This is an optimization exercise on Yosys and OpenROAD, whose aim is small area and a short achievable clock period, not a production implementation. In this exercise RTL edits were held to simulation tests only and were not proved equivalent to the original. Power figures rest on the tool's default switching activity, not on a simulated workload.

## flow/run.sh

```bash
#!/bin/bash
# The standard layout (standard.sh) with these changes:
# - synthesis maps the logic with an area-oriented ABC script (flow/abc_area.script,
#   used in place of ORFS's abc_speed.script); the flops and their names are the
#   standard synthesis's, as only the combinational logic goes through ABC;
# - the ports get plain buf_1 buffers instead of the delay cell buffer_ports picks;
# - clock tree synthesis without dummy loads and with larger sink clusters.
# Each step's full output is in the logs under orfs/logs and in *.log here.
set -euo pipefail
here=$(pwd)
rm -rf "$here/abc_scripts"
cp -r "$FLOW_HOME/scripts" "$here/abc_scripts"
cp "$here/flow/abc_area.script" "$here/abc_scripts/abc_speed.script"
export BUFFER_PORTS_ARGS="-buffer_cell sky130_fd_sc_hd__buf_1"
export CTS_ARGS="-sink_clustering_enable -repair_clock_nets -dont_use_dummy_load -buf_list {sky130_fd_sc_hd__clkbuf_8 sky130_fd_sc_hd__clkbuf_16} -sink_clustering_size 30 -sink_clustering_max_diameter 80"
export SETUP_SLACK_MARGIN=66.8
export SETUP_MOVE_SEQUENCE="sizeup,swap"
SCRIPTS_DIR="$here/abc_scripts" bash standard.sh synth > synth.log 2>&1
bash standard.sh > standard.log 2>&1
```

## flow/abc_area.script

```
&get -n
&st
&deepsyn -T 60
&dch -f
&nf -R 1000 -p -F 8 -A 4 -a
&st
&deepsyn -T 60
&dch -f
&nf -R 1000 -p -F 8 -A 4 -a
&put
buffer -c
topo
stime -c
upsize -c
dnsize -c
```

## standard.sh

```bash
#!/bin/bash
# synth_recipe.tcl (not shown) runs the flow's synth.tcl, then flattens the netlist and writes it again
# the make line also repeats each setting of config.mk as NAME=value (left out here)
make -C /OpenROAD-flow-scripts/flow DESIGN_CONFIG=/design/flow/config.mk WORK_HOME=/design/flow/orfs CLKGATE_MAP_FILE= SYNTH_SCRIPT=/design/flow/synth_recipe.tcl "${@:-finish}"
```

## config.mk

```make
export PLATFORM = sky130hd
export DESIGN_NAME = default_peripheral_system
export DESIGN_NICKNAME = default_peripheral_system
export VERILOG_FILES = /design/flow/design.v
export SDC_FILE = /design/flow/constraint.sdc
export NUM_CORES = 4
export LEC_CHECK = 0
export CAP_MARGIN = 20
export CORE_MARGIN = 2
export CORE_UTILIZATION = 65
export PLACE_DENSITY = 0.75
export SLEW_MARGIN = 20
```

## constraint.sdc

```tcl
create_clock -name core_clock -period 85.0 [get_ports {clock}]
set_input_delay 17.0000 -clock core_clock [delete_from_list [all_inputs] [get_ports {clock}]]
set_output_delay 17.0000 -clock core_clock [all_outputs]
set_load 0.01 [all_outputs]
```

## design.v

```verilog
package dps_pkg;
	localparam int IRQ_NUM_TIMER  = 36;
	localparam int IRQ_NUM_SCI_RX = 37;
	localparam logic [1:0] OFF_0 = 2'd0;
	localparam logic [1:0] OFF_4 = 2'd1;
	localparam logic [1:0] OFF_8 = 2'd2;
	localparam logic [1:0] OFF_C = 2'd3;
endpackage
module dps_bus_ctrl (
	input  logic        clock,
	input  logic        rst,
	input  logic        req,
	input  logic        rw,
	input  logic [31:0] addr,
	input  logic [31:0] wdata,
	output logic        busy,
	output logic        valid,
	output logic [31:0] rdata,
	output logic        timer_wr,
	output logic        sci_wr,
	output logic        sci_rd,
	output logic [1:0]  offset,
	output logic [31:0] wdata_q,
	input  logic [31:0] timer_rdata,
	input  logic [31:0] sci_rdata
);
	logic        idle;
	logic        first;
	logic        rw_q;
	logic        low_q;
	logic        a8_q;
	logic        timer_q;
	logic        sci_q;
	logic [31:0] data_q;
	logic [31:0] rd;
	assign timer_q = low_q && !a8_q;
	assign sci_q   = low_q && a8_q;
	assign rd      = (timer_q ? timer_rdata : 32'd0) | (sci_q ? sci_rdata : 32'd0);
	always_ff @(posedge clock) begin
		if (rst) begin
			busy  <= 1'b0;
			idle  <= 1'b1;
			valid <= 1'b0;
		end else begin
			busy  <= idle ? req : first;
			idle  <= idle ? !req : !first;
			valid <= !idle && !first && !rw_q;
		end
		first <= idle;
	end
	always_ff @(posedge clock) begin
		if (idle) begin
			rw_q   <= rw;
			offset <= addr[3:2];
			low_q  <= (addr[31:9] == 23'd0) && (addr[1:0] == 2'd0);
			a8_q   <= addr[8];
		end
	end
	always_ff @(posedge clock) begin
		if (idle) begin
			data_q <= wdata;
		end else if (first) begin
			data_q <= rd;
		end
	end
	assign timer_wr = !idle && first && timer_q && rw_q;
	assign sci_wr   = !idle && first && sci_q && rw_q;
	assign sci_rd   = !idle && first && sci_q && !rw_q;
	assign wdata_q  = data_q;
	assign rdata    = data_q;
endmodule
module dps_timer (
	input  logic        clock,
	input  logic        rst,
	input  logic        rst_q,
	input  logic        wr,
	input  logic [1:0]  offset,
	input  logic [31:0] wdata,
	output logic [31:0] rdata,
	output logic        match
);
	logic        run;
	logic [31:0] count;
	logic [31:0] cmp;
	logic [1:0]  mode;
	logic        hit;
	logic        start;
	assign hit   = run && (count == cmp);
	assign start = wr && (offset == dps_pkg::OFF_0) && wdata[0];
	always_ff @(posedge clock) begin
		if (rst) begin
			run   <= 1'b0;
			match <= 1'b0;
		end else begin
			match <= hit && mode[0];
			if (wr && offset == dps_pkg::OFF_0) begin
				run <= wdata[0];
			end else if (hit && !mode[1]) begin
				run <= 1'b0;
			end
		end
	end
	always_ff @(posedge clock) begin
		if (rst_q) begin
			count <= '0;
			mode  <= '0;
			cmp   <= '0;
		end else begin
			if (start || (hit && mode[1])) begin
				count <= '0;
			end else if (run && !hit) begin
				count <= count + 32'd1;
			end
			if (wr && offset == dps_pkg::OFF_8) begin
				cmp <= wdata;
			end
			if (wr && offset == dps_pkg::OFF_C) begin
				mode <= wdata[1:0];
			end
		end
	end
	always_comb begin
		case (offset)
			dps_pkg::OFF_0: rdata = {31'b0, run};
			dps_pkg::OFF_4: rdata = count;
			dps_pkg::OFF_8: rdata = cmp;
			default:        rdata = {30'b0, mode};
		endcase
	end
endmodule
module dps_sci (
	input  logic        clock,
	input  logic        rst,
	input  logic        rst_q,
	input  logic        rxd,
	input  logic        wr,
	input  logic        rd,
	input  logic [1:0]  offset,
	input  logic [31:0] wdata,
	output logic [31:0] rdata,
	output logic        txd,
	output logic        rx_event
);
	logic [31:0] cfg;
	logic [9:0]  tx_sr;
	logic [3:0]  tx_cnt;
	logic        tx_busy;
	logic        rxd_meta;
	logic        rxd_sync;
	logic        rx_act;
	logic        rx_dat;
	logic [8:0]  rx_sr;
	logic [3:0]  rx_cnt;
	logic [7:0]  rx_data;
	logic        rx_full;
	logic        rx_tick;
	logic        rx_take;
	logic [9:0]  tx_sr_next;
	assign tx_busy = |tx_sr;
	always_ff @(posedge clock) begin
		if (rst) begin
			cfg[0] <= 1'b0;
		end else if (wr && offset == dps_pkg::OFF_8) begin
			cfg[0] <= wdata[0];
		end
		if (rst_q) begin
			cfg[31:1] <= '0;
		end else if (wr && offset == dps_pkg::OFF_8) begin
			cfg[31:1] <= wdata[31:1];
		end
	end
	always_comb begin
		if (wr && offset == dps_pkg::OFF_0 && cfg[0] && !tx_busy) begin
			tx_sr_next = {1'b1, wdata[7:0], 1'b0};
		end else if (&tx_cnt) begin
			tx_sr_next = {1'b0, tx_sr[9:1]};
		end else begin
			tx_sr_next = tx_sr;
		end
	end
	always_ff @(posedge clock) begin
		if (rst) begin
			tx_sr <= '0;
			txd   <= 1'b1;
		end else begin
			tx_sr <= tx_sr_next;
			txd   <= tx_sr_next[0] || !(|tx_sr_next);
		end
		tx_cnt <= tx_busy ? tx_cnt + 4'd1 : 4'd0;
	end
	always_ff @(posedge clock) begin
		rxd_meta <= rxd;
		rxd_sync <= rxd_meta;
	end
	assign rx_tick = &rx_cnt;
	assign rx_take = rx_act && rx_dat && rx_sr[0] && rx_tick;
	always_ff @(posedge clock) begin
		rx_cnt <= rx_act ? rx_cnt + 4'd1 : 4'd8;
		if (!rx_act) begin
			rx_dat <= 1'b0;
		end else if (rx_tick) begin
			if (!rx_dat) begin
				rx_dat <= 1'b1;
				rx_sr  <= 9'h100;
			end else if (!rx_sr[0]) begin
				rx_sr <= {rxd_sync, rx_sr[8:1]};
			end
		end
		if (rst) begin
			rx_act   <= 1'b0;
			rx_event <= 1'b0;
		end else begin
			if (!rx_act) begin
				rx_act <= cfg[0] && !rxd_sync;
			end else if (rx_tick && (rx_dat ? rx_sr[0] : rxd_sync)) begin
				rx_act <= 1'b0;
			end
			rx_event <= rx_take && cfg[1];
		end
		if (rst_q) begin
			rx_full <= 1'b0;
			rx_data <= '0;
		end else begin
			if (rx_take) begin
				rx_full <= 1'b1;
				rx_data <= rx_sr[8:1];
			end else if (rd && offset == dps_pkg::OFF_4) begin
				rx_full <= 1'b0;
			end
		end
	end
	always_comb begin
		case (offset)
			dps_pkg::OFF_4: rdata = {24'b0, rx_data};
			dps_pkg::OFF_8: rdata = cfg;
			dps_pkg::OFF_C: rdata = {30'b0, rx_full, tx_busy};
			default:        rdata = '0;
		endcase
	end
endmodule
module dps_irq_ctrl (
	input  logic        clock,
	input  logic        rst,
	input  logic        rst_q,
	input  logic        cfg_req,
	input  logic [5:0]  cfg_entry,
	input  logic        cfg_valid,
	input  logic        cfg_mask,
	input  logic [1:0]  cfg_level,
	input  logic [63:0] events,
	input  logic        ack,
	output logic        irq_req,
	output logic [5:0]  irq_num
);
	logic [63:0] enabled;
	logic [63:0] lvl1;
	logic [63:0] lvl0;
	logic [63:0] pending;
	logic [63:0] cand;
	logic [63:0] top1;
	logic [63:0] sel;
	logic        max1;
	logic        max0;
	logic        found;
	logic [5:0]  best_num;
	logic [7:0]  wsel_hi;
	logic [7:0]  wsel_lo;
	logic        ent_valid;
	assign ent_valid = cfg_valid && cfg_mask && !rst;
	always_comb begin
		for (int j = 0; j < 8; j++) begin
			wsel_hi[j] = rst || (cfg_req && cfg_entry[5:3] == 3'(j));
			wsel_lo[j] = rst || (cfg_entry[2:0] == 3'(j));
		end
	end
	always_ff @(posedge clock) begin
		for (int i = 0; i < 64; i++) begin
			if (wsel_hi[i / 8] && wsel_lo[i % 8]) begin
				enabled[i] <= ent_valid;
				lvl1[i]    <= cfg_level[1];
				lvl0[i]    <= cfg_level[0];
			end
		end
	end
	assign cand  = pending & enabled;
	assign found = |cand;
	assign max1  = |(cand & lvl1);
	assign top1  = cand & (lvl1 | {64{!max1}});
	assign max0  = |(top1 & lvl0);
	assign sel   = top1 & (lvl0 | {64{!max0}});
	dps_prio_enc #(.W(6)) enc_i (
		.in  (sel),
		.any (),
		.idx (best_num)
	);
	logic [7:0]  kill_hi;
	logic [7:0]  kill_lo;
	always_comb begin
		for (int j = 0; j < 8; j++) begin
			kill_hi[j] = rst_q || (irq_req && ack && irq_num[5:3] == 3'(j));
			kill_lo[j] = rst_q || (irq_num[2:0] == 3'(j));
		end
	end
	always_ff @(posedge clock) begin
		for (int i = 0; i < 64; i++) begin
			pending[i] <= (pending[i] && !(kill_hi[i / 8] && kill_lo[i % 8])) || events[i];
		end
		if (rst) begin
			irq_req <= 1'b0;
		end else begin
			irq_req <= irq_req ? !ack : found;
		end
		if (!irq_req) begin
			irq_num <= best_num;
		end
	end
endmodule
module dps_prio_enc #(
	parameter int W = 6
) (
	input  logic [(1<<W)-1:0] in,
	output logic              any,
	output logic [W-1:0]      idx
);
	generate
		if (W == 1) begin : g_leaf
			assign any = in[0] | in[1];
			assign idx = !in[0];
		end else begin : g_node
			logic            any_lo;
			logic            any_hi;
			logic [W-2:0]    idx_lo;
			logic [W-2:0]    idx_hi;
			dps_prio_enc #(.W(W-1)) lo_i (
				.in  (in[(1<<(W-1))-1:0]),
				.any (any_lo),
				.idx (idx_lo)
			);
			dps_prio_enc #(.W(W-1)) hi_i (
				.in  (in[(1<<W)-1:(1<<(W-1))]),
				.any (any_hi),
				.idx (idx_hi)
			);
			assign any = any_lo | any_hi;
			assign idx = any_lo ? {1'b0, idx_lo} : {1'b1, idx_hi};
		end
	endgenerate
endmodule
module default_peripheral_system (
	input  logic        clock,
	input  logic        rst,
	input  logic        irq_cfg_req,
	input  logic [5:0]  irq_cfg_entry,
	input  logic        irq_cfg_valid,
	input  logic        irq_cfg_mask,
	input  logic [1:0]  irq_cfg_level,
	input  logic        req,
	input  logic        rw,
	input  logic [31:0] addr,
	input  logic [31:0] wdata,
	output logic        busy,
	output logic        valid,
	output logic [31:0] rdata,
	output logic        irq_req,
	output logic [5:0]  irq_num,
	input  logic        irq_ack,
	input  logic [63:0] irq_src,
	output logic        sci_txd,
	input  logic        sci_rxd
);
	logic        timer_match;
	logic        sci_rx_event;
	logic [63:0] irq_events;
	logic        rst_q;
	logic        timer_wr;
	logic        sci_wr;
	logic        sci_rd;
	logic [1:0]  offset;
	logic [31:0] wdata_q;
	logic [31:0] timer_rdata;
	logic [31:0] sci_rdata;
	always_comb begin
		irq_events                          = irq_src;
		irq_events[dps_pkg::IRQ_NUM_TIMER]  = irq_src[dps_pkg::IRQ_NUM_TIMER] | timer_match;
		irq_events[dps_pkg::IRQ_NUM_SCI_RX] = irq_src[dps_pkg::IRQ_NUM_SCI_RX] | sci_rx_event;
	end
	always_ff @(posedge clock) begin
		rst_q <= rst;
	end
	dps_bus_ctrl bus_ctrl_i (
		.clock       (clock),
		.rst         (rst),
		.req         (req),
		.rw          (rw),
		.addr        (addr),
		.wdata       (wdata),
		.busy        (busy),
		.valid       (valid),
		.rdata       (rdata),
		.timer_wr    (timer_wr),
		.sci_wr      (sci_wr),
		.sci_rd      (sci_rd),
		.offset      (offset),
		.wdata_q     (wdata_q),
		.timer_rdata (timer_rdata),
		.sci_rdata   (sci_rdata)
	);
	dps_timer timer_i (
		.rst_q    (rst_q),
		.clock  (clock),
		.rst    (rst),
		.wr     (timer_wr),
		.offset (offset),
		.wdata  (wdata_q),
		.rdata  (timer_rdata),
		.match  (timer_match)
	);
	dps_sci sci_i (
		.rst_q    (rst_q),
		.clock    (clock),
		.rst      (rst),
		.rxd      (sci_rxd),
		.wr       (sci_wr),
		.rd       (sci_rd),
		.offset   (offset),
		.wdata    (wdata_q),
		.rdata    (sci_rdata),
		.txd      (sci_txd),
		.rx_event (sci_rx_event)
	);
	dps_irq_ctrl irq_ctrl_i (
		.rst_q    (rst_q),
		.clock     (clock),
		.rst       (rst),
		.cfg_req   (irq_cfg_req),
		.cfg_entry (irq_cfg_entry),
		.cfg_valid (irq_cfg_valid),
		.cfg_mask  (irq_cfg_mask),
		.cfg_level (irq_cfg_level),
		.events    (irq_events),
		.ack       (irq_ack),
		.irq_req   (irq_req),
		.irq_num   (irq_num)
	);
endmodule
```

==> results.json, run 1 <==
{
  "outcome": "timing/DRC/antenna clean",
  "die_w_um": 173.1,
  "area_growth_pct": 9.800,
  "fin_cells": 2283,
  "power_frac_comb_pct": 15.6,
  "grt_max_degree": 65,
  "rsz0062_at_grt": "yes",
  "r2r_start": "irq_ctrl_i.enabled[51]",
  "critPathBufInv": 1,
  "synth_top_area_share_pct": 39.44,
  "worstMarginPinSlew_ns": 1.077,
  "drive_gt1_share_pct": 6.513,
  "synth_commonest_cells": "edfxtp_1, nand2_1, nor2_1",
  "cts.path.max_buffers": 3,
  "post-dp-hpwl_mm": 40.76,
  "async_flop_share_pct": 0,
  "portBuffers": 182,
  "p_sw_share_pct": 28.08,
  "ios": 187,
  "crit_chain": "clkbuf_2",
  "syn_area_um2": 18580,
  "skew_ns": 0.06614,
  "cts_tree": "done",
  "vias": 15260,
  "synth_warnings": 5,
  "crit_path_start_kind": "flip-flop",
  "grt_overflow": 0,
  "wl_per_cell_um": 24.99,
  "r2r_cells": 26,
  "wl_mm": 57.05,
  "postPlaceCellArea_um2": 19840,
  "worstSetupStartpoint": "irq_ctrl_i.irq_num[0]",
  "crit_family": "flip-flops",
  "synth_edf_count": 244,
  "grt_pass1_vias": 14530,
  "synthTopCellsByArea": "edfxtp_1, dfxtp_1, nand2_1",
  "htree_levels": 1,
  "arrival_ns": 1.35,
  "period_needed_ns": 18.35,
  "max_freq_ghz": 0.05451,
  "peakVddDrop_mv": 0.02089,
  "dr.pass1.iters": 17,
  "cp-end-kind": "primary output",
  "grt_use_met3_pct": 5.057,
  "synth_area_leader_cell": "edfxtp_1",
  "cts_root_buf": "clkbuf_16",
  "switchingPower_uw": 120.9,
  "drc": 0,
  "clock_sinks": 447,
  "ys_ff_latch": 447,
  "crit_fanout": 9,
  "synth_nets": 1868,
  "die_area_um2": 29950,
  "initialDrtViolationCount": 2162,
  "seq_power_share_pct": 60.4,
  "crit_path_max_incr_delay_ns": 0.61,
  "fin_util_pct": 73.02,
  "finalSetupViolCount": 0,
  "hold_ws_ns": 0.3408,
  "seq_area_frac_synth_pct": 61.32,
  "synth.avg_cell_area_um2": 10.80,
  "antenna_found_initial": 1,
  "fp.coreArea_um2": 27930,
  "final.setup.worst_slack_ns": 66.65,
  "synth_cell_types": 77,
  "numCtsBuffers": 19,
  "synth-main-ff-cell": "edfxtp_1",
  "met2_usage_pct": 63.17,
  "netlist_instances": 1720,
  "cp.required_ns": 68.00,
  "hold_viol": 0,
  "die_h_um": 173.1,
  "drv_cap": 0,
  "power_uw": 430.5,
  "slew_headroom_pct": 27.60,
  "gp_congestion": 0.9731,
  "grt_use_met1_pct": 47.38,
  "fin_nets": 2054,
  "start_util_pct": 66.50,
  "clkTransAtPathRegs_ns": 0.11,
  "rows": 61,
  "r2r-end": "irq_ctrl_i.irq_num[2]",
  "yosysMostFrequentCell": "edfxtp_1",
  "critPathSlowestCell": "edfxtp_1",
  "clock_latency_ns": 0.55,
  "cp_num_cells": 1,
  "dp.cells": 2263,
  "power.density_nw_per_um2": 21.11,
  "drv_slew": 0,
  "fin_area_um2": 20400,
  "grt_pass1_wl_mm": 85.42,
  "hp-class": "flip-flop to flip-flop",
  "busiest_layer": "met2",
  "min-delay-start": "sci_i.rxd_meta",
  "endpoint": "irq_num[0]",
  "reg2reg_slack_ns": 77.82,
  "setup_tns_ns": 0,
  "viasPerCell": 6.685,
  "ant_nets": 0,
  "clockPowerShare_pct": 24.0,
  "crit_type": "flip-flop to primary output",
  "intPower_uw": 309.6,
  "power_leakage_nw": 7.513,
  "track_usage_pct": 37.34,
  "timing.final.crit_share_pct": 21.58,
  "place_ws_ns": 66.07
}
metal layers:
metal / up-vias / wire, um
li1: 6802 / -
met2: 932 / 27540
met1: 7346 / 20620
met5: - / 0
met3: 182 / 5433
met4: 0 / 3456
cell usage in the layout (no fill, tap or decap), types with 9 or more instances in the layout:
cell / instances
xor2_1: 9
a31oi_1: 11
a222oi_1: 40
and2_1: 13
nand4_1: 40
o21bai_1: 9
nor3_1: 45
clkbuf_16: 19
buf_4: 29
buf_1: 174
inv_1: 40
a21oi_1: 55
a22o_1: 74
nand2b_1: 15
xnor2_1: 11
a21o_1: 63
edfxtp_1: 244
o21ai_0: 34
nor2_1: 203
a22oi_1: 17
a221oi_1: 11
dfxtp_1: 202
nand2_1: 235
o211ai_1: 9
and3_4: 21
nand3_1: 90
o21ai_1: 32
nor4_1: 16
nor2b_1: 14
kinds of logic (layout without fill, tap and decap cells):
group / after synthesis / count (layout) / share of synthesized area, %
AOI/OAI and AO/OA: 418 / 418 / 16.46
xor gates and xnor gates: 20 / 20 / 0.9430
adders and majority gates: 3 / 3 / 0.2021
buffers and inverters: 90 / 274 / 2.041
DFF: 447 / 447 / 61.32
muxes: 2 / 2 / 0.1078
other: 0 / 1 / 0
and+or+nand+nor: 740 / 740 / 18.93
worst min-delay path by stage:
stage,endpoint,cells past startpoint,slack [ns]
floorplan,sci_i.rxd_sync,0,0.31
global placement,sci_i.rxd_sync,0,0.31
detailed placement,sci_i.rxd_sync,0,0.32
CTS,sci_i.rxd_sync,0,0.34
global route,sci_i.rxd_sync,0,0.36
finish,sci_i.rxd_sync,0,0.34
power groups by stage:
| stage | Sequential [mW] | Clock, mW | Combinational [mW] |
|---|---|---|---|
| floorplan | 0.261 | 0 | 0.0389 |
| global placement | 0.263 | 0 | 0.0632 |
| detailed placement | 0.264 | 0 | 0.0652 |
| CTS | 0.259 | 0.104 | 0.0656 |
| global route | 0.261 | 0.111 | 0.0725 |
| finish | 0.260 | 0.104 | 0.0671 |
flip-flops by register name (all words and copies together), names as in the netlist, 2 cells and up:
name	cells
bus_ctrl_i.data_q	32
bus_ctrl_i.offset	2
irq_ctrl_i.enabled	64
irq_ctrl_i.irq_num	6
irq_ctrl_i.lvl0	64
irq_ctrl_i.lvl1	64
irq_ctrl_i.pending	64
sci_i.cfg	32
sci_i.rx_cnt	4
sci_i.rx_data	8
sci_i.rx_sr	9
sci_i.tx_cnt	4
sci_i.tx_sr	10
timer_i.cmp	32
timer_i.count	32
timer_i.mode	2
worst register-to-register path: stages, from the launching register on:
cell and delay (ns):
edfxtp_1 0.40, nand3_1 0.22, nand4_1 0.14, a31oi_1 0.23, nand4_1 0.23, nor4_1 0.60
and3_1 0.35, inv_2 0.06, a31oi_4 0.12, buf_4 0.67, nor2_1 0.12, nor2_1 0.39
a22oi_1 0.22, nand4_1 0.25, nor3_1 0.08, nand4_1 0.17, a21oi_4 0.14, buf_4 0.32
o21ai_1 0.43, nor3b_1 0.33, nand2_1 0.19, a21oi_1 0.20, nand2_1 0.09, nor3_1 0.26
nand2_1 0.20, o32ai_1 0.42, a21oi_1 0.11
repair_timing:
| item | in CTS | in global routing |
|---|---|---|
| pin swaps | 0 | 0 |
| endpoints found under the setup margin | 69 | 55 |
| cloned | 0 | 0 |
| hold buffers | 0 | 0 |
| buffers inserted | 0 | 0 |
| resized for setup | 6 | 10 |
| hold endpoints to repair | 0 | 0 |
cell type report:
type,count,area [um^2]
antenna,1,2.502
clock buffer,19,475.5
fill,2002,7537
inverter,44,167.7
multi-input combinational,1183,6975
sequential,447,11390
tap,378,473.0
timing repair buffer,211,910.9
==> run 2: changes to the inputs <==
--- a/flow/run.sh
+++ b/flow/run.sh
@@ -13,7 +13,7 @@
 cp "$here/flow/abc_area.script" "$here/abc_scripts/abc_speed.script"
 export BUFFER_PORTS_ARGS="-buffer_cell sky130_fd_sc_hd__buf_1"
 export CTS_ARGS="-sink_clustering_enable -repair_clock_nets -dont_use_dummy_load -buf_list {sky130_fd_sc_hd__clkbuf_8 sky130_fd_sc_hd__clkbuf_16} -sink_clustering_size 30 -sink_clustering_max_diameter 80"
-export SETUP_SLACK_MARGIN=66.8
-export SETUP_MOVE_SEQUENCE="sizeup,swap"
+export SETUP_SLACK_MARGIN=66.85
+export SETUP_MOVE_SEQUENCE="sizeup,swap,buffer,split"
 SCRIPTS_DIR="$here/abc_scripts" bash standard.sh synth > synth.log 2>&1
 bash standard.sh > standard.log 2>&1
==> run 2 against run 1 <==
Compared with the run above:
- critical path type unchanged
- non-clock buffer count grew 34
- sequential power about the same
- worst hold slack improved by 0.0057 ns
- cell area grew 1.4%
- global-route usage grew 0.22 points
- area after synthesis unchanged
- wire length rose by 0.65%
- register-to-register slack got worse by 0.38 ns
- synthesized cell count did not move
- sequential share of layout area is 0.78 points lower
- critical endpoint is now rdata[6]
==> results.json, run 2 <==
{
  "power_uw": 435.8,
  "syn_area_um2": 18580,
  "wl_per_cell_um": 24.78,
  "seq_power_share_pct": 59.3,
  "r2r_cells": 27,
  "setup_tns_ns": 0,
  "synth_top_area_share_pct": 39.44,
  "layout_common_cells": "edfxtp_1, nand2_1, nor2_1, dfxtp_1, buf_1",
  "critPathSlowestCell": "edfxtp_1",
  "hold_buffers": 0,
  "fp.coreArea_um2": 27930,
  "crit_family": "flip-flops",
  "fin_area_um2": 20690,
  "synth_area_leader_cell": "edfxtp_1",
  "fin_util_pct": 74.07,
  "drive_gt1_share_pct": 8.716,
  "cp-end-kind": "primary output",
  "arrival_ns": 1.17,
  "intPower_uw": 313.9,
  "r2r-end": "irq_ctrl_i.irq_num[2]",
  "period_needed_ns": 18.17,
  "rsz0062_at_grt": "yes",
  "power.density_nw_per_um2": 21.06,
  "gp_congestion": 1.005,
  "track_usage_pct": 37.56,
  "crit_path_start_kind": "flip-flop",
  "switchingPower_uw": 121.9,
  "async_flop_share_pct": 0,
  "die_area_um2": 29950,
  "worstMarginPinSlew_ns": 1.017,
  "power_leakage_nw": 7.715,
  "start_util_pct": 66.50,
  "hold_viol": 0,
  "endpoint": "rdata[6]",
  "die_h_um": 173.1,
  "crit_fanout": 2,
  "seq_area_frac_synth_pct": 61.32,
  "drc": 0,
  "postPlaceCellArea_um2": 19840,
  "synthTopCellsByArea": "edfxtp_1, dfxtp_1, nand2_1",
  "slew_headroom_pct": 31.66,
  "worstSetupStartpoint": "bus_ctrl_i.data_q[6]",
  "ant_nets": 0,
  "vias": 15410,
  "clkTransAtPathRegs_ns": 0.11,
  "synth.avg_cell_area_um2": 10.80,
  "synth_warnings": 5,
  "synth-main-ff-cell": "edfxtp_1",
  "dr.pass1.iters": 8,
  "mostFrequentLayoutCell": "edfxtp_1",
  "grt_max_degree": 65,
  "fin_nets": 2089,
  "grt_overflow": 0,
  "drv_slew": 0,
  "grt_pass1_vias": 14580,
  "portBuffers": 182,
  "wl_mm": 57.41,
  "post-dp-hpwl_mm": 40.72,
  "rows": 61,
  "hold_ws_ns": 0.3466,
  "yosysMostFrequentCell": "edfxtp_1",
  "crit_path_max_incr_delay_ns": 0.46,
  "netlist_instances": 1720,
  "synth_commonest_cells": "edfxtp_1, nand2_1, nor2_1",
  "clockPowerShare_pct": 24.4,
  "num_antenna_cells": 0,
  "hp-class": "flip-flop to flip-flop",
  "peakVddDrop_mv": 0.02199,
  "crit_type": "flip-flop to primary output",
  "timing.final.crit_share_pct": 21.38,
  "r2r_start": "irq_ctrl_i.lvl1[51]",
  "cts_root_buf": "clkbuf_16",
  "skew_ns": 0.05760,
  "multi_input_area_um2": 6977,
  "outcome": "timing/DRC/antenna clean",
  "finalSetupViolCount": 0,
  "crit_chain": "clkbuf_2",
  "grt_pass1_wl_mm": 85.57,
  "cts_tree": "done",
  "cp_num_cells": 1,
  "synth_cell_types": 77,
  "drv_cap": 0,
  "final.fill_count": 1972,
  "initialDrtViolationCount": 2052,
  "max_freq_ghz": 0.05503,
  "cts.path.max_buffers": 3,
  "critPathBufInv": 1,
  "die_w_um": 173.1,
  "synth_edf_count": 244,
  "power_frac_comb_pct": 16.3,
  "synth_nets": 1868,
  "htree_levels": 1,
  "ys_ff_latch": 447,
  "cp.required_ns": 68.00,
  "clock_latency_ns": 0.55,
  "antenna_found_initial": 1,
  "area_growth_pct": 11.38,
  "ios": 187,
  "reg2reg_slack_ns": 77.44,
  "numCtsBuffers": 20,
  "clock_sinks": 447,
  "viasPerCell": 6.652,
  "p_sw_share_pct": 27.97,
  "regArea_um2": 11390,
  "min-delay-start": "sci_i.rxd_meta"
}
run 2: cell counts after synthesis:
No cell type changed its count.
run 2: layout make-up:
type,count,area share (%)
sequential,447,55.07
multi-input combinational,1183,33.72
timing repair buffer,245,5.696
clock buffer,20,2.419
tap,378,2.286
inverter,44,0.8103
run 2: worst reg2reg max path, stage by stage (launching register included):
cell	delay (ns)
edfxtp_1	0.41
nand3_1	0.17
nand4_1	0.12
a31oi_1	0.24
nand4_1	0.27
nor4_1	0.70
and3_1	0.36
inv_2	0.06
a31oi_4	0.13
buf_4	0.64
nor2_1	0.16
nor2_1	0.41
a22oi_1	0.21
nand4_1	0.20
nor3_1	0.07
nand4_1	0.19
a21oi_4	0.15
buf_4	0.32
o21ai_1	0.36
nand2_1	0.14
nor3b_1	0.27
nand2_1	0.20
a21oi_1	0.21
nand2_1	0.11
nor3_1	0.26
nand2_1	0.22
o32ai_1	0.60
a21oi_1	0.07
run 2: worst min-delay path by stage:
stage | to | slack, ns | cells after the start
2_1_floorplan | sci_i.rxd_sync | 0.31 | 0
3_3_place_gp | sci_i.rxd_sync | 0.31 | 0
3_5_place_dp | sci_i.rxd_sync | 0.32 | 0
4_1_cts | sci_i.rxd_sync | 0.35 | 0
5_1_grt | sci_i.rxd_sync | 0.36 | 0
6_report | sci_i.rxd_sync | 0.35 | 0
run 2: through the flow:
step / setup WS (ns) / std cells
3_3_place_gp: 66.07 / 2263
3_5_place_dp: 66.12 / 2264
5_1_grt: 66.80 / 2317
6_report: 66.83 / 2317
2_1_floorplan: 66.85 / 1720
4_1_cts: 66.67 / 2301
run 2: power by group through the flow:
| stage | Combinational [mW] | Clock [mW] | Sequential, mW |
|---|---|---|---|
| 6_report | 0.0711 | 0.106 | 0.258 |
| 5_1_grt | 0.0765 | 0.114 | 0.260 |
| 4_1_cts | 0.0683 | 0.106 | 0.258 |
| 3_5_place_dp | 0.0647 | 0 | 0.264 |
| 3_3_place_gp | 0.0631 | 0 | 0.263 |
| 2_1_floorplan | 0.0390 | 0 | 0.261 |
run 2: timing repair:
item                                    4_1_cts  5_1_grt
endpoints found under the setup margin       70       89
cloned                                        0        0
resized for setup                             9       18
setup buffers                                17       16
run 2: logic make-up (layout without fill, tap and decap cells):
group / Yosys count / after routing / share of synthesized area (%)
adders and majority gates: 3 / 3 / 0.2021
buffers and inverters: 90 / 309 / 2.041
muxes: 2 / 2 / 0.1078
and+or+nand+nor: 740 / 740 / 18.93
AOI/OAI and AO/OA: 418 / 418 / 16.46
xor gates and xnor gates: 20 / 20 / 0.9430
DFF: 447 / 447 / 61.32
run 2: metal layers:
layer	share of wire (%)	GRT usage (%)
met1	37	47.89
met2	49	64.98
met3	8.9	4.464
met4	5.0	16.42
met5	0	0
==> run 3: changes to the inputs <==
--- a/design.v
+++ b/design.v
@@ -277,15 +277,15 @@
 		for (int i = 0; i < 64; i++) begin
 			if (wsel_hi[i / 8] && wsel_lo[i % 8]) begin
 				enabled[i] <= ent_valid;
-				lvl1[i]    <= cfg_level[1];
-				lvl0[i]    <= cfg_level[0];
+				lvl1[i]    <= cfg_level[1] && ent_valid;
+				lvl0[i]    <= cfg_level[0] && ent_valid;
 			end
 		end
 	end
 	assign cand  = pending & enabled;
 	assign found = |cand;
-	assign max1  = |(cand & lvl1);
-	assign top1  = cand & (lvl1 | {64{!max1}});
+	assign max1  = |(pending & lvl1);
+	assign top1  = max1 ? (pending & lvl1) : cand;
 	assign max0  = |(top1 & lvl0);
 	assign sel   = top1 & (lvl0 | {64{!max0}});
 	dps_prio_enc #(.W(6)) enc_i (
--- a/flow/run.sh
+++ b/flow/run.sh
@@ -13,7 +13,7 @@
 cp "$here/flow/abc_area.script" "$here/abc_scripts/abc_speed.script"
 export BUFFER_PORTS_ARGS="-buffer_cell sky130_fd_sc_hd__buf_1"
 export CTS_ARGS="-sink_clustering_enable -repair_clock_nets -dont_use_dummy_load -buf_list {sky130_fd_sc_hd__clkbuf_8 sky130_fd_sc_hd__clkbuf_16} -sink_clustering_size 30 -sink_clustering_max_diameter 80"
-export SETUP_SLACK_MARGIN=66.85
-export SETUP_MOVE_SEQUENCE="sizeup,swap,buffer,split"
+export SETUP_SLACK_MARGIN=66.8
+export SETUP_MOVE_SEQUENCE="sizeup,swap"
 SCRIPTS_DIR="$here/abc_scripts" bash standard.sh synth > synth.log 2>&1
 bash standard.sh > standard.log 2>&1
==> run 3 against run 2 <==
Compared with the run above:
- setup slack got worse by 0.15 ns
- utilization fell by 1.6 points
- fmax fell by 0.83%
- wire length fell by 3.2%
- worst hold slack improved by 0.0055 ns
- sequential share of layout area rose by 1.5 points
- combinational power fell by 24%
==> results.json, run 3 <==
{
  "r2r-end": "irq_ctrl_i.irq_num[2]",
  "grt_max_degree": 67,
  "synth_cell_types": 74,
  "ant_nets": 0,
  "portBuffers": 182,
  "netlist_instances": 1677,
  "synth_nets": 1825,
  "fin_util_pct": 72.52,
  "cts_tree": "done",
  "arrival_ns": 1.32,
  "antenna_found_initial": 3,
  "hold_end": "sci_i.rxd_sync",
  "synth.avg_cell_area_um2": 10.92,
  "peakVddDrop_mv": 0.01897,
  "regArea_um2": 11390,
  "skew_ns": 0.04351,
  "fin_area_um2": 20150,
  "rsz0062_at_grt": "yes",
  "gp_congestion": 0.9739,
  "drc": 0,
  "track_usage_pct": 37.22,
  "clock_sinks": 447,
  "critPathSlowestCell": "edfxtp_1",
  "postPlaceCellArea_um2": 19560,
  "syn_area_um2": 18320,
  "die_area_um2": 29540,
  "numCtsBuffers": 19,
  "layout_common_cells": "nand2_1, edfxtp_1, dfxtp_1",
  "die_w_um": 171.9,
  "clockPowerShare_pct": 25.2,
  "crit_chain": "buf_1",
  "viasPerCell": 6.575,
  "hold_buffers": 0,
  "timing.final.crit_share_pct": 21.56,
  "rows": 61,
  "seq_power_share_pct": 61.6,
  "synth_warnings": 5,
  "clkTransAtPathRegs_ns": 0.11,
  "multi_input_area_um2": 6676,
  "start_util_pct": 65.93,
  "grt_overflow": 0,
  "p_sw_share_pct": 26.74,
  "clock_latency_ns": 0.56,
  "post_cts_buffers": 0,
  "fp.coreArea_um2": 27780,
  "cts.path.max_buffers": 3,
  "synth_top_area_share_pct": 40.01,
  "synth_edf_count": 244,
  "crit_fanout": 9,
  "crit_path_start_kind": "flip-flop",
  "wl_mm": 55.58,
  "initialDrtViolationCount": 2332,
  "grt_pass1_vias": 13730,
  "cp.required_ns": 68.00,
  "ys_ff_latch": 447,
  "r2r_start": "irq_ctrl_i.pending[59]",
  "power_uw": 410.5,
  "fin_nets": 2010,
  "r2r_cells": 25,
  "synthTopCellsByArea": "edfxtp_1, dfxtp_1, nand2_1",
  "synth-main-ff-cell": "edfxtp_1",
  "dp.cells": 2218,
  "outcome": "timing/DRC/antenna clean",
  "critPathBufInv": 1,
  "post-dp-hpwl_mm": 39.32,
  "final.fill_count": 2045,
  "slew_headroom_pct": 27.23,
  "finalSetupViolCount": 0,
  "setup_tns_ns": 0,
  "async_flop_share_pct": 0,
  "hp-class": "flip-flop to flip-flop",
  "crit_type": "flip-flop to primary output",
  "synth_area_leader_cell": "edfxtp_1",
  "seq_area_frac_synth_pct": 62.19,
  "htree_levels": 1,
  "cp-end-kind": "primary output",
  "crit_path_max_incr_delay_ns": 0.59,
  "mostFrequentLayoutCell": "nand2_1",
  "die_h_um": 171.9,
  "holdPathStages": 0,
  "intPower_uw": 300.8,
  "power.density_nw_per_um2": 20.38,
  "fin_cells": 2239,
  "area_growth_pct": 10.00,
  "worstMarginPinSlew_ns": 1.085,
  "synth_commonest_cells": "nand2_1, edfxtp_1, dfxtp_1",
  "period_needed_ns": 18.32,
  "min-delay-start": "sci_i.rxd_meta",
  "reg2reg_slack_ns": 77.89,
  "cts_root_buf": "clkbuf_16",
  "power_leakage_nw": 7.513,
  "max_freq_ghz": 0.05457,
  "power_frac_comb_pct": 13.2,
  "drv_slew": 0,
  "vias": 14720,
  "switchingPower_uw": 109.8,
  "ios": 187,
  "crit_family": "flip-flops",
  "hold_viol": 0,
  "dr.pass1.iters": 9,
  "wl_per_cell_um": 24.82,
  "grt_pass1_wl_mm": 80.94,
  "drv_cap": 0,
  "yosysMostFrequentCell": "nand2_1",
  "drive_gt1_share_pct": 6.774
}
## run 3: cell count changes after synthesis, sizes merged, moves of 5 or more
cell,previous run,this run
a222oi,40,49
clkbuf,33,39
nand2,236,327
nand3,91,19
nor2,211,106
o211ai,9,2
o21a,6,1
o21ai,68,138
o21bai,9,4
## run 3: power groups by stage
stage / logic [mW] / clock network, mW / registers (mW)
5_1_grt: 0.0583 / 0.110 / 0.254
3_5_place_dp: 0.0520 / 0 / 0.257
6_report: 0.0543 / 0.103 / 0.253
4_1_cts: 0.0524 / 0.103 / 0.252
3_3_place_gp: 0.0509 / 0 / 0.257
2_1_floorplan: 0.0308 / 0 / 0.255
## run 3: worst register-to-register path, stage by stage (launching register included)
cell and delay [ns]:
dfxtp_1 0.44, nand2_1 0.17, nand4_1 0.14, or4_1 0.12
nor4_1 0.07, and3_1 0.22, nand2_2 0.07, buf_4 0.54
o21ai_1 0.29, a222oi_1 0.66, nand3_1 0.15, nor3b_1 0.38
nand3_2 0.20, a21oi_4 0.19, buf_4 0.51, o21ai_0 0.43
nand2b_1 0.15, o21ai_1 0.09, nor3_2 0.19, nand3_2 0.16
nor2_2 0.22, nand3_1 0.19, or4b_1 0.74, nand2b_4 0.24
inv_1 0.13, a221oi_1 0.13
## run 3: stage by stage
stage | worst slack, ns | hold WS, ns
global route | 66.63 | 0.3584
detailed placement | 65.87 | 0.3293
finish | 66.68 | 0.3521
floorplan | 66.42 | 0.3096
global placement | 65.88 | 0.3107
CTS | 66.71 | 0.3526
## run 3: cell type report
class / count / area share [%]
Sequential cell: 447 / 56.54
Multi-Input combinational cell: 1137 / 33.14
Timing Repair Buffer: 212 / 4.763
Clock buffer: 19 / 2.360
Tap cell: 378 / 2.348
Inverter: 45 / 0.8384
Antenna cell: 1 / 0.01242
## run 3: per-layer routing
layer  vias up  part of all wire (%)  routed length, um  global-route usage, %
met3       171                   9.2               5088                  5.974
met2       852                    49              27030                  63.56
met1      7038                    36              20180                  46.04
met5         -                 0.061                 34                      0
li1       6656                     -                  -                      -
met4         4                   5.8               3243                  19.07
## run 3: worst max path at each step
stage	to	slack, ns	startpoint	cells after the start
2_1_floorplan	irq_ctrl_i.lvl0[0]	66.42	rst	4
3_3_place_gp	irq_ctrl_i.lvl1[26]	65.88	rst	5
3_5_place_dp	irq_ctrl_i.lvl1[27]	65.87	rst	5
4_1_cts	irq_num[0]	66.71	irq_ctrl_i.irq_num[0]	1
5_1_grt	irq_num[0]	66.63	irq_ctrl_i.irq_num[0]	1
6_report	irq_num[0]	66.68	irq_ctrl_i.irq_num[0]	1
## run 3: cell families (layout without fill, tap and decap cells)
group	count (synthesis)	count (layout)	synth area share (%)
mux	2	2	0.1093
flops	447	447	62.19
buf+inv	93	276	2.145
other cells	0	1	0
compound gates	464	464	17.71
xor+xnor	15	15	0.7173
simple gates	653	653	16.91
fa+ha+maj	3	3	0.2050
## run 3: repair_timing
item	4_1_cts	5_1_grt
pin swaps	1	3
hold endpoints to repair	0	0
endpoints found under the setup margin	166	166
gates resized for setup	6	20
gates cloned	0	0
==> run 4: changes to the inputs <==
--- a/design.v
+++ b/design.v
@@ -27,6 +27,7 @@
 	logic        idle;
 	logic        first;
 	logic        rw_q;
+	logic        read_q;
 	logic        low_q;
 	logic        a8_q;
 	logic        timer_q;
@@ -38,23 +39,23 @@
 	assign rd      = (timer_q ? timer_rdata : 32'd0) | (sci_q ? sci_rdata : 32'd0);
 	always_ff @(posedge clock) begin
 		if (rst) begin
-			busy  <= 1'b0;
-			idle  <= 1'b1;
-			valid <= 1'b0;
+			busy    <= 1'b0;
+			idle    <= 1'b1;
+			read_q  <= 1'b0;
+			valid   <= 1'b0;
 		end else begin
-			busy  <= idle ? req : first;
-			idle  <= idle ? !req : !first;
-			valid <= !idle && !first && !rw_q;
+			busy    <= idle ? req : first;
+			idle    <= idle ? !req : !first;
+			read_q  <= !idle && first && !rw_q;
+			valid   <= read_q;
 		end
 		first <= idle;
 	end
 	always_ff @(posedge clock) begin
-		if (idle) begin
-			rw_q   <= rw;
-			offset <= addr[3:2];
-			low_q  <= (addr[31:9] == 23'd0) && (addr[1:0] == 2'd0);
-			a8_q   <= addr[8];
-		end
+		rw_q   <= rw;
+		offset <= addr[3:2];
+		low_q  <= (addr[31:9] == 23'd0) && (addr[1:0] == 2'd0);
+		a8_q   <= addr[8];
 	end
 	always_ff @(posedge clock) begin
 		if (idle) begin
--- a/config.mk
+++ b/config.mk
@@ -5,8 +5,8 @@
 export SDC_FILE = /design/flow/constraint.sdc
 export NUM_CORES = 4
 export LEC_CHECK = 0
-export CAP_MARGIN = 20
+export CAP_MARGIN = 0
 export CORE_MARGIN = 2
 export CORE_UTILIZATION = 65
 export PLACE_DENSITY = 0.75
-export SLEW_MARGIN = 20
+export SLEW_MARGIN = 0
==> run 4 against run 3 <==
Compared with the run above:
- sequential power is essentially flat
- global-route usage shrank 0.43 points
- worst hold slack lost 0.012 ns
- combinational power grew 6.6%
- critical endpoint is now rdata[0]
==> results.json, run 4 <==
{
  "outcome": "timing/DRC/antenna clean",
  "wl_per_cell_um": 24.59,
  "synth_edf_count": 239,
  "setup_tns_ns": 0,
  "power.density_nw_per_um2": 20.70,
  "synth_commonest_cells": "nand2_1, edfxtp_1, dfxtp_1",
  "clock_latency_ns": 0.55,
  "gp_congestion": 0.9859,
  "antenna_found_initial": 0,
  "ios": 187,
  "critPathSlowestCell": "edfxtp_1",
  "crit_chain": "buf_1",
  "period_needed_ns": 18.29,
  "grt_pass1_vias": 13630,
  "cts_root_buf": "clkbuf_16",
  "die_w_um": 171.5,
  "dr.pass1.iters": 13,
  "rows": 61,
  "timing.final.crit_share_pct": 21.52,
  "cts_tree": "done",
  "hold_ws_ns": 0.3400,
  "critPathBufInv": 1,
  "peakVddDrop_mv": 0.02050,
  "drc": 0,
  "max_freq_ghz": 0.05466,
  "grt_overflow": 0,
  "portBuffers": 182,
  "arrival_ns": 1.29,
  "initialDrtViolationCount": 2098,
  "cp_num_cells": 1,
  "clock_sinks": 448,
  "num_antenna_cells": 0,
  "synthAdderAreaFrac_pct": 0.2058,
  "numCtsBuffers": 19,
  "area_growth_pct": 9.941,
  "crit_fanout": 6,
  "syn_area_um2": 18240,
  "synth_compound_area_share_pct": 18.36,
  "synth_nets": 1823,
  "ys_ff_latch": 448,
  "hp-class": "flip-flop to flip-flop",
  "ant_nets": 0,
  "synth_top_family_by_area": "compound AO/OA/AOI/OAI gates",
  "drive_gt1_share_pct": 5.825,
  "skew_ns": 0.04091,
  "synthTopCellsByArea": "edfxtp_1, dfxtp_1, nand2_1",
  "synthSimpleGateAreaFrac_pct": 16.37,
  "place_ws_ns": 65.81,
  "seq_area_frac_synth_pct": 62.29,
  "finalSetupViolCount": 0,
  "cts.path.max_buffers": 3,
  "synth_xor_area_share_pct": 0.6243,
  "hold_buffers": 0,
  "start_util_pct": 65.83,
  "drv_cap": 0,
  "cp.required_ns": 68.00,
  "hold_viol": 0,
  "synth_area_leader_cell": "edfxtp_1",
  "fp.coreArea_um2": 27710,
  "grt_max_degree": 67,
  "worstMarginPinSlew_ns": 1.392,
  "synth-main-ff-cell": "edfxtp_1",
  "vias": 14830,
  "power_leakage_nw": 7.383,
  "r2r_cells": 27,
  "synth_warnings": 5,
  "slew_headroom_pct": 6.422,
  "synth.avg_cell_area_um2": 10.89,
  "die_area_um2": 29410,
  "mostFrequentLayoutCell": "nand2_1",
  "die_h_um": 171.5,
  "rsz0062_at_grt": "yes",
  "layout_common_cells": "nand2_1, edfxtp_1, dfxtp_1",
  "htree_levels": 1,
  "clkTransAtPathRegs_ns": 0.11,
  "final.setup.worst_slack_ns": 66.71,
  "cp-end-kind": "primary output",
  "holdPathStages": 0,
  "track_usage_pct": 36.79,
  "async_flop_share_pct": 0,
  "post_cts_buffers": 0,
  "crit_family": "flip-flops",
  "crit_path_max_incr_delay_ns": 0.56,
  "netlist_instances": 1675,
  "synthMuxAreaShare_pct": 0.1098,
  "viasPerCell": 6.643,
  "yosysMostFrequentCell": "nand2_1",
  "crit_path_start_kind": "flip-flop",
  "post-dp-hpwl_mm": 39.47,
  "grt_pass1_wl_mm": 79.90,
  "synth_cell_types": 66,
  "crit_type": "flip-flop to primary output",
  "fin_nets": 2004,
  "wl_mm": 54.88,
  "drv_slew": 0,
  "synth_top_area_share_pct": 39.35
}
==> run 4: path summary, 6_finish.rpt <==
kind,from,endpoint,slack [ns]
max,bus_ctrl_i.data_q[0],rdata[0],66.71
min,sci_i.rxd_meta,sci_i.rxd_sync,0.34
max reg2reg,irq_ctrl_i.pending[19],irq_ctrl_i.irq_num[0],77.56
min reg2reg,sci_i.rxd_meta,sci_i.rxd_sync,0.34
==> run 4: area by class of cell <==
type / instances / area, um^2
clock buffers: 19 / 475.5
fillers: 2043 / 7655
inverters: 49 / 183.9
multi-input cells: 1131 / 6640
flip-flops and latches: 448 / 11360
well taps: 378 / 473.0
repair buffers: 207 / 917.1
==> run 4: report_power, final <==
part           internal [mW]  total [mW]  switching (mW)
sequential             0.244       0.255          0.0104
combinational         0.0187      0.0579          0.0392
clock                 0.0405       0.103          0.0622
total                  0.303       0.415           0.112
==> run 4: metrics by stage <==
step	std cells	utilization (%)	power, mW	area [um^2]
after floorplan	1675	-	0.2899	18280
after global placement	2213	70.30	0.3125	19480
after detailed placement	2213	70.30	0.3148	19480
after CTS	2232	72.24	0.4138	20010
after global routing	2232	72.37	0.4282	20050
final	2232	72.37	0.4150	20050
==> run 4: routing by layer <==
metal	vias to the layer above	GRT usage, %	part of all wire, %
met5	-	0	0
met4	0	18.09	5.6
met3	142	4.556	8.0
met2	811	62.27	49
met1	7221	47.11	38
li1	6653	-	-
==> run 4: kinds of logic (layout without fill, tap and decap cells) <==
| family | Yosys count | in the layout |
|---|---|---|
| simple gates | 632 | 632 |
| compound gates | 481 | 481 |
| fa+ha+maj | 3 | 3 |
| flops | 448 | 448 |
| mux | 2 | 2 |
| buf+inv | 96 | 275 |
| xor+xnor | 13 | 13 |
==> run 4: timing repair <==
item / 4_1_cts / 5_1_grt
pin swaps: 1 / 1
gates resized for setup: 12 / 13
endpoints found under the setup margin: 173 / 191
cloned: 0 / 0
==> run 5: changes to the inputs <==
--- a/config.mk
+++ b/config.mk
@@ -5,8 +5,8 @@
 export SDC_FILE = /design/flow/constraint.sdc
 export NUM_CORES = 4
 export LEC_CHECK = 0
-export CAP_MARGIN = 0
+export CAP_MARGIN = 20
 export CORE_MARGIN = 2
 export CORE_UTILIZATION = 65
 export PLACE_DENSITY = 0.75
-export SLEW_MARGIN = 0
+export SLEW_MARGIN = 20
==> run 5 against run 4 <==
Compared with the run above:
- count of clock-buffer cells in the layout unchanged
- setup slack improved by 0.0023 ns
- fmax about the same
- clock skew fell by 0.00088 ns
- critical endpoint unchanged
- largest cell class unchanged
==> results.json, run 5 <==
{
  "p_sw_share_pct": 27.13,
  "area_growth_pct": 9.996,
  "mostFrequentLayoutCell": "nand2_1",
  "dr.pass1.iters": 10,
  "critPathSlowestCell": "edfxtp_1",
  "crit_chain": "buf_1",
  "crit_path_start_kind": "flip-flop",
  "ios": 187,
  "hold_viol": 0,
  "synth.avg_cell_area_um2": 10.89,
  "fin_nets": 2004,
  "drv_slew": 0,
  "portBuffers": 182,
  "r2r-end": "irq_ctrl_i.irq_num[0]",
  "die_area_um2": 29410,
  "endpoint": "rdata[0]",
  "seq_power_share_pct": 61.2,
  "syn_area_um2": 18240,
  "grt_pass1_wl_mm": 80.53,
  "clock_latency_ns": 0.55,
  "synth_top_area_share_pct": 39.35,
  "synth-main-ff-cell": "edfxtp_1",
  "power.density_nw_per_um2": 20.75,
  "synthTopCellsByArea": "edfxtp_1, dfxtp_1, nand2_1",
  "viasPerCell": 6.615,
  "clockPowerShare_pct": 25.0,
  "dp.cells": 2213,
  "htree_levels": 1,
  "ant_nets": 0,
  "synth_commonest_cells": "nand2_1, edfxtp_1, dfxtp_1",
  "synth_cell_types": 66,
  "worstSetupStartpoint": "bus_ctrl_i.data_q[0]",
  "hold_buffers": 0,
  "cp-end-kind": "primary output",
  "layout_common_cells": "nand2_1, edfxtp_1, dfxtp_1",
  "synth_warnings": 5,
  "arrival_ns": 1.29,
  "yosysMostFrequentCell": "nand2_1",
  "synth_area_leader_cell": "edfxtp_1",
  "wl_per_cell_um": 24.67,
  "min-delay-start": "sci_i.rxd_meta",
  "power_leakage_nw": 7.387,
  "slew_headroom_pct": 23.77,
  "max_freq_ghz": 0.05467,
  "reg2reg_slack_ns": 77.88,
  "seq_area_frac_synth_pct": 62.29,
  "r2r_start": "irq_ctrl_i.pending[57]",
  "track_usage_pct": 36.94,
  "finalSetupViolCount": 0,
  "power_frac_comb_pct": 13.8,
  "period_needed_ns": 18.29,
  "post-dp-hpwl_mm": 39.44,
  "drv_cap": 0,
  "cp.required_ns": 68.00,
  "antenna_found_initial": 1,
  "clock_sinks": 448,
  "grt_overflow": 0,
  "vias": 14770,
  "die_w_um": 171.5,
  "synth_edf_count": 239,
  "final.fill_count": 2036,
  "crit_path_max_incr_delay_ns": 0.55,
  "cts.path.max_buffers": 3,
  "fin_cells": 2233,
  "fp.coreArea_um2": 27710,
  "crit_family": "flip-flops",
  "r2r_cells": 26,
  "peakVddDrop_mv": 0.02611,
  "cts_tree": "done",
  "crit_type": "flip-flop to primary output",
  "hp-class": "flip-flop to flip-flop",
  "rows": 61,
  "synth_nets": 1823,
  "worstMarginPinSlew_ns": 1.137,
  "die_h_um": 171.5,
  "grt_pass1_vias": 13690,
  "critPathBufInv": 1,
  "start_util_pct": 65.83,
  "grt_max_degree": 67,
  "intPower_uw": 303.3,
  "numCtsBuffers": 19,
  "netlist_instances": 1675,
  "crit_fanout": 6,
  "outcome": "timing/DRC/antenna clean",
  "drc": 0,
  "wl_mm": 55.08,
  "async_flop_share_pct": 0,
  "cp_num_cells": 1,
  "multi_input_area_um2": 6648,
  "gp_congestion": 0.9859,
  "timing.final.crit_share_pct": 21.52,
  "initialDrtViolationCount": 2178,
  "skew_ns": 0.04002,
  "regArea_um2": 11360,
  "ys_ff_latch": 448,
  "drive_gt1_share_pct": 5.825,
  "rsz0062_at_grt": "yes",
  "clkTransAtPathRegs_ns": 0.11,
  "switchingPower_uw": 112.9,
  "setup_tns_ns": 0,
  "cts_root_buf": "clkbuf_16"
}
## run 5: worst min path at each step
stage / endpoint / cells past startpoint
after floorplan: sci_i.rxd_sync / 0
after global placement: sci_i.rxd_sync / 0
after detailed placement: sci_i.rxd_sync / 0
after CTS: sci_i.rxd_sync / 0
after global routing: sci_i.rxd_sync / 0
final: sci_i.rxd_sync / 0
## run 5: layer usage
layer / vias up / global-route usage, % / wire length (um) / share of wire (%)
met3: 143 / 4.717 / 4964 / 9.0
met5: - / 0 / 0 / 0
met4: 0 / 16.65 / 2691 / 4.9
li1: 6643 / - / - / -
met2: 826 / 63.31 / 27050 / 49
met1: 7159 / 47.12 / 20380 / 37
## run 5: power groups by stage
stage / combinational [mW] / clock, mW / sequential, mW
after CTS: 0.0566 / 0.103 / 0.254
after floorplan: 0.0335 / 0 / 0.256
after global routing: 0.0624 / 0.110 / 0.256
final: 0.0576 / 0.104 / 0.255
after detailed placement: 0.0557 / 0 / 0.259
after global placement: 0.0542 / 0 / 0.258
## run 5: kinds of logic after synthesis
group | share of synthesized area, %
adders and majority gates | 0.2058
AOI/OAI and AO/OA | 18.36
muxes | 0.1098
buffers and inverters | 2.038
xor gates and xnor gates | 0.6243
DFF | 62.29
and+or+nand+nor | 16.37
## run 5: metrics by stage
stage	area (um^2)	util [%]	hold slack (ns)	power (mW)	worst slack, ns
2_1_floorplan	18280	-	0.3096	0.2899	66.40
3_3_place_gp	19480	70.30	0.3115	0.3125	65.86
3_5_place_dp	19490	70.36	0.3157	0.3148	65.81
4_1_cts	20030	72.28	0.3413	0.4142	66.72
5_1_grt	20060	72.40	0.3482	0.4288	66.68
6_report	20060	72.41	0.3392	0.4163	66.71
## run 5: area by class of cell
type                            instances  area share (%)
Timing Repair Buffer                  207           4.566
Inverter                               49          0.9169
Multi-Input combinational cell       1131           33.14
Sequential cell                       448           56.64
Antenna cell                            1         0.01247
Clock buffer                           19           2.370
Tap cell                              378           2.358
## run 5: worst reg2reg max path, cell delays in order, from the launching register on
cell	delay [ns]
dfxtp_1	0.38
nand2_1	0.17
nand4_1	0.16
or4_1	0.20
nor4_1	0.08
and3_1	0.23
nand2_4	0.52
o21ai_0	0.27
a222oi_1	0.71
nand4_1	0.32
nor4b_1	0.40
nand2_1	0.20
a21oi_4	0.15
buf_4	0.54
o21ai_1	0.25
o211ai_1	0.17
nand2_1	0.08
a21boi_1	0.23
nand3_1	0.23
nor2_1	0.21
nand3_1	0.13
nor2_1	0.19
nand2_1	0.16
a31oi_1	0.37
a2111oi_0	0.15
nor2_1	0.23
nor3_1	0.09
## run 5: repair_timing
action	CTS	global route
gates resized for setup	11	10
pin swaps	1	1
buffers inserted	0	0
endpoints found under the setup margin	141	166
==> run 6: changes to the inputs <==
--- a/flow/run.sh
+++ b/flow/run.sh
@@ -12,7 +12,7 @@
 cp -r "$FLOW_HOME/scripts" "$here/abc_scripts"
 cp "$here/flow/abc_area.script" "$here/abc_scripts/abc_speed.script"
 export BUFFER_PORTS_ARGS="-buffer_cell sky130_fd_sc_hd__buf_1"
-export CTS_ARGS="-sink_clustering_enable -repair_clock_nets -dont_use_dummy_load -buf_list {sky130_fd_sc_hd__clkbuf_8 sky130_fd_sc_hd__clkbuf_16} -sink_clustering_size 30 -sink_clustering_max_diameter 80"
+export CTS_ARGS="-sink_clustering_enable -repair_clock_nets -dont_use_dummy_load -buf_list {sky130_fd_sc_hd__clkbuf_16} -root_buf sky130_fd_sc_hd__clkbuf_16 -sink_clustering_buffer sky130_fd_sc_hd__clkbuf_8 -sink_clustering_size 20 -sink_clustering_max_diameter 50"
 export SETUP_SLACK_MARGIN=66.8
 export SETUP_MOVE_SEQUENCE="sizeup,swap"
 SCRIPTS_DIR="$here/abc_scripts" bash standard.sh synth > synth.log 2>&1
==> run 6 against run 5 <==
Compared with the run above:
- still clean on timing, DRC and antenna
- first-iteration DRC count shrank 3.0%
- sequential share of layout area shrank 0.34 points
- fmax is essentially flat
- sequential cell count is the same
- synthesized cell count is the same
- cell count grew 0.85%
- clock skew grew 0.027 ns
- combinational power is essentially flat
- largest cell class unchanged
- largest power group unchanged
==> results.json, run 6 <==
{
  "outcome": "timing/DRC/antenna clean",
  "wl_mm": 55.27,
  "cts_root_buf": "clkbuf_16",
  "peakVddDrop_mv": 0.02256,
  "synth_cell_types": 66,
  "power_frac_comb_pct": 13.6,
  "route.met3.wl_mm": 5.113,
  "r2r_start": "irq_ctrl_i.pending[57]",
  "post-dp-hpwl_mm": 39.44,
  "p_sw_share_pct": 27.23,
  "start_util_pct": 65.83,
  "power_leakage_nw": 7.450,
  "critPathSlowestCell": "and2_4",
  "top_layer": "met4",
  "clkTransAtPathRegs_ns": 0.09,
  "synth_commonest_cells": "nand2_1, edfxtp_1, dfxtp_1",
  "grt_overflow": 0,
  "htree_levels": 2,
  "setup_tns_ns": 0,
  "area_growth_pct": 10.65,
  "async_flop_share_pct": 0,
  "crit_type": "input port to flip-flop",
  "synthTopCellsByArea": "edfxtp_1, dfxtp_1, nand2_1",
  "synth.avg_cell_area_um2": 10.89,
  "track_usage_pct": 37.08,
  "syn_area_um2": 18240,
  "crit_family": "simple AND/OR/NAND/NOR gates",
  "antenna_found_initial": 1,
  "die_area_um2": 29410,
  "drive_gt1_share_pct": 6.781,
  "grt_max_degree": 67,
  "final.fill_count": 2028,
  "critPathBufInv": 3,
  "synth-main-ff-cell": "edfxtp_1",
  "drc": 0,
  "wl_met2_mm": 26.54,
  "post_cts_buffers": 0,
  "die_w_um": 171.5,
  "grt_pass1_vias": 13820,
  "seq_power_share_pct": 60.1,
  "hold_end": "sci_i.rxd_sync",
  "synth_warnings": 5,
  "intPower_uw": 308.5,
  "period_needed_ns": 18.29,
  "yosysMostFrequentCell": "nand2_1",
  "switchingPower_uw": 115.4,
  "cp-end-kind": "flip-flop",
  "routedLengthMet1_mm": 20.41,
  "synth_top_area_share_pct": 39.35,
  "drv_slew": 0,
  "crit_fanout": 66,
  "cts.path.max_buffers": 3,
  "cp_num_cells": 5,
  "synth_nets": 1823,
  "viasPerCell": 6.592,
  "mostFrequentLayoutCell": "nand2_1",
  "power.density_nw_per_um2": 21.01,
  "vias": 14850,
  "seq_area_frac_synth_pct": 62.29,
  "fp.coreArea_um2": 27710,
  "clock_latency_ns": 0.53,
  "worstSetupStartpoint": "rst",
  "cp.required_ns": 85.18,
  "netlist_instances": 1675,
  "dr.pass1.iters": 8,
  "hold_ws_ns": 0.3620,
  "fin_nets": 2023,
  "max_freq_ghz": 0.05467,
  "layout_common_cells": "nand2_1, edfxtp_1, dfxtp_1",
  "r2r_cells": 27,
  "crit_chain": "buf_6 > buf_12 > nor2_4 > buf_12 > and2_4",
  "rsz0062_at_grt": "yes",
  "hp-class": "flip-flop to flip-flop",
  "crit_path_start_kind": "input port",
  "skew_ns": 0.06736,
  "ys_ff_latch": 448,
  "reg2reg_slack_ns": 77.93,
  "slew_headroom_pct": 25.09,
  "wl_per_cell_um": 24.54,
  "r2r-end": "irq_ctrl_i.irq_num[0]",
  "timing.final.crit_share_pct": 21.52,
  "ios": 187,
  "cts_tree": "done",
  "arrival_ns": 18.48,
  "portBuffers": 182,
  "grt_pass1_wl_mm": 80.31,
  "drv_cap": 0,
  "rows": 61,
  "clock_sinks": 448,
  "crit_path_max_incr_delay_ns": 0.69,
  "numCtsBuffers": 38,
  "ant_nets": 0,
  "initialDrtViolationCount": 2113,
  "finalSetupViolCount": 0,
  "clockPowerShare_pct": 26.3,
  "synth_area_leader_cell": "edfxtp_1",
  "worstMarginPinSlew_ns": 1.109,
  "min-delay-start": "sci_i.rxd_meta",
  "synth_edf_count": 239,
  "die_h_um": 171.5,
  "hold_viol": 0,
  "critPathMostFrequentCell": "buf_12",
  "gp_congestion": 0.9859,
  "holdPathStages": 0
}
[run 6: changes by cell type in the layout (fill, tap and decap cells not counted), sizes merged]
cell / before / now
clkbuf: 23 / 40
buf: 203 / 205
[run 6: how the worst max path moves through the flow]
stage                           to  slack, ns
4_1_cts                   rdata[0]      66.74
6_report       irq_ctrl_i.lvl1[62]      66.71
2_1_floorplan   irq_ctrl_i.lvl0[0]      66.40
5_1_grt        irq_ctrl_i.lvl1[24]      66.65
3_3_place_gp   irq_ctrl_i.lvl1[16]      65.86
3_5_place_dp   irq_ctrl_i.lvl1[16]      65.81
[run 6: metrics by stage]
step	util, %	setup WS, ns	power, mW	cells	area [um^2]
6_report	72.84	66.71	0.4239	2252	20180
5_1_grt	72.83	66.65	0.4365	2251	20180
4_1_cts	72.67	66.74	0.4224	2251	20130
3_5_place_dp	70.36	65.81	0.3148	2213	19490
3_3_place_gp	70.30	65.86	0.3125	2213	19480
2_1_floorplan	-	66.40	0.2899	1675	18280
[run 6: cell families (layout without fill, tap and decap cells)]
group,count (synthesis),count (layout),synth area share (%)
adders and majority gates,3,3,0.2058
xor gates and xnor gates,13,13,0.6243
DFF,448,448,62.29
buffers and inverters,96,294,2.038
muxes,2,2,0.1098
and+or+nand+nor,632,632,16.37
AOI/OAI and AO/OA,481,481,18.36
other,0,1,0
[run 6: cell type report]
class,count,area (um^2),area share (%)
Clock buffer,38,579.3,2.871
Multi-Input combinational cell,1131,6666,33.04
Tap cell,378,473.0,2.344
Antenna cell,1,2.502,0.01240
Inverter,49,183.9,0.9115
Timing Repair Buffer,207,913.4,4.526
Sequential cell,448,11360,56.30
[run 6: metal layers]
metal	track usage [%]	up-vias
met5	0	-
met3	5.637	166
met1	46.60	7143
met2	62.28	864
met4	19.57	0
li1	-	6673
[run 6: what timing repair did]
item,CTS,global route
pin swaps,1,0
resized for setup,12,9
hold buffers,0,0
setup endpoints to repair,149,180
[run 6: power by group through the flow]
stage | clock [mW] | sequential, mW | combinational [mW]
after global routing | 0.118 | 0.256 | 0.0622
after detailed placement | 0 | 0.259 | 0.0557
final | 0.111 | 0.255 | 0.0577
after CTS | 0.112 | 0.254 | 0.0564
after floorplan | 0 | 0.256 | 0.0335
after global placement | 0 | 0.258 | 0.0542

## what the ideal ports hide
The flow's constraints put no driver on any port. The routed layouts listed below were extracted and timed again, unchanged, in two steps. Step 1 sets driving cells, clkbuf_16 on the clock port and buf_2 on the other inputs (assumed; they add their load-dependent delay and slew). Step 2 moves the port delays by t, midway between the first and last clock arrival at a register: inputs arrive t later, outputs are due t later. That takes back most of the time a late clock gives input paths. Three values: no drivers, after step 1, after step 2; two values: the first two.
| run | t (ns) | slack for setup (ns) | latest minus earliest clock arrival (ns) | worst data-port slew with drivers (ns) | pins driven straight from the clock port |
|---|---|---|---|---|---|
| run 1 | 0.575 | 66.655 / 66.601 / 66.262 | 0.068 / 0.069 | 0.08 | 1 |
| run 2 | 0.580 | 66.828 / 66.773 / 66.334 | 0.058 / 0.058 | 0.07 | 1 |
| run 3 | 0.591 | 66.675 / 66.619 / 66.208 | 0.046 / 0.046 | 0.07 | 1 |
| run 4 | 0.585 | 66.706 / 66.651 / 66.203 | 0.041 / 0.041 | 0.06 | 1 |
| run 5 | 0.587 | 66.708 / 66.655 / 66.210 | 0.041 / 0.040 | 0.08 | 1 |
| run 6 | 0.547 | 66.708 / 66.677 / 66.175 | 0.070 / 0.070 | 0.08 | 1 |
After both steps every run listed still meets setup and hold. The setup slack of run 6, which loses most, moves by -0.031 ns with the drivers and by -0.533 ns with both steps.
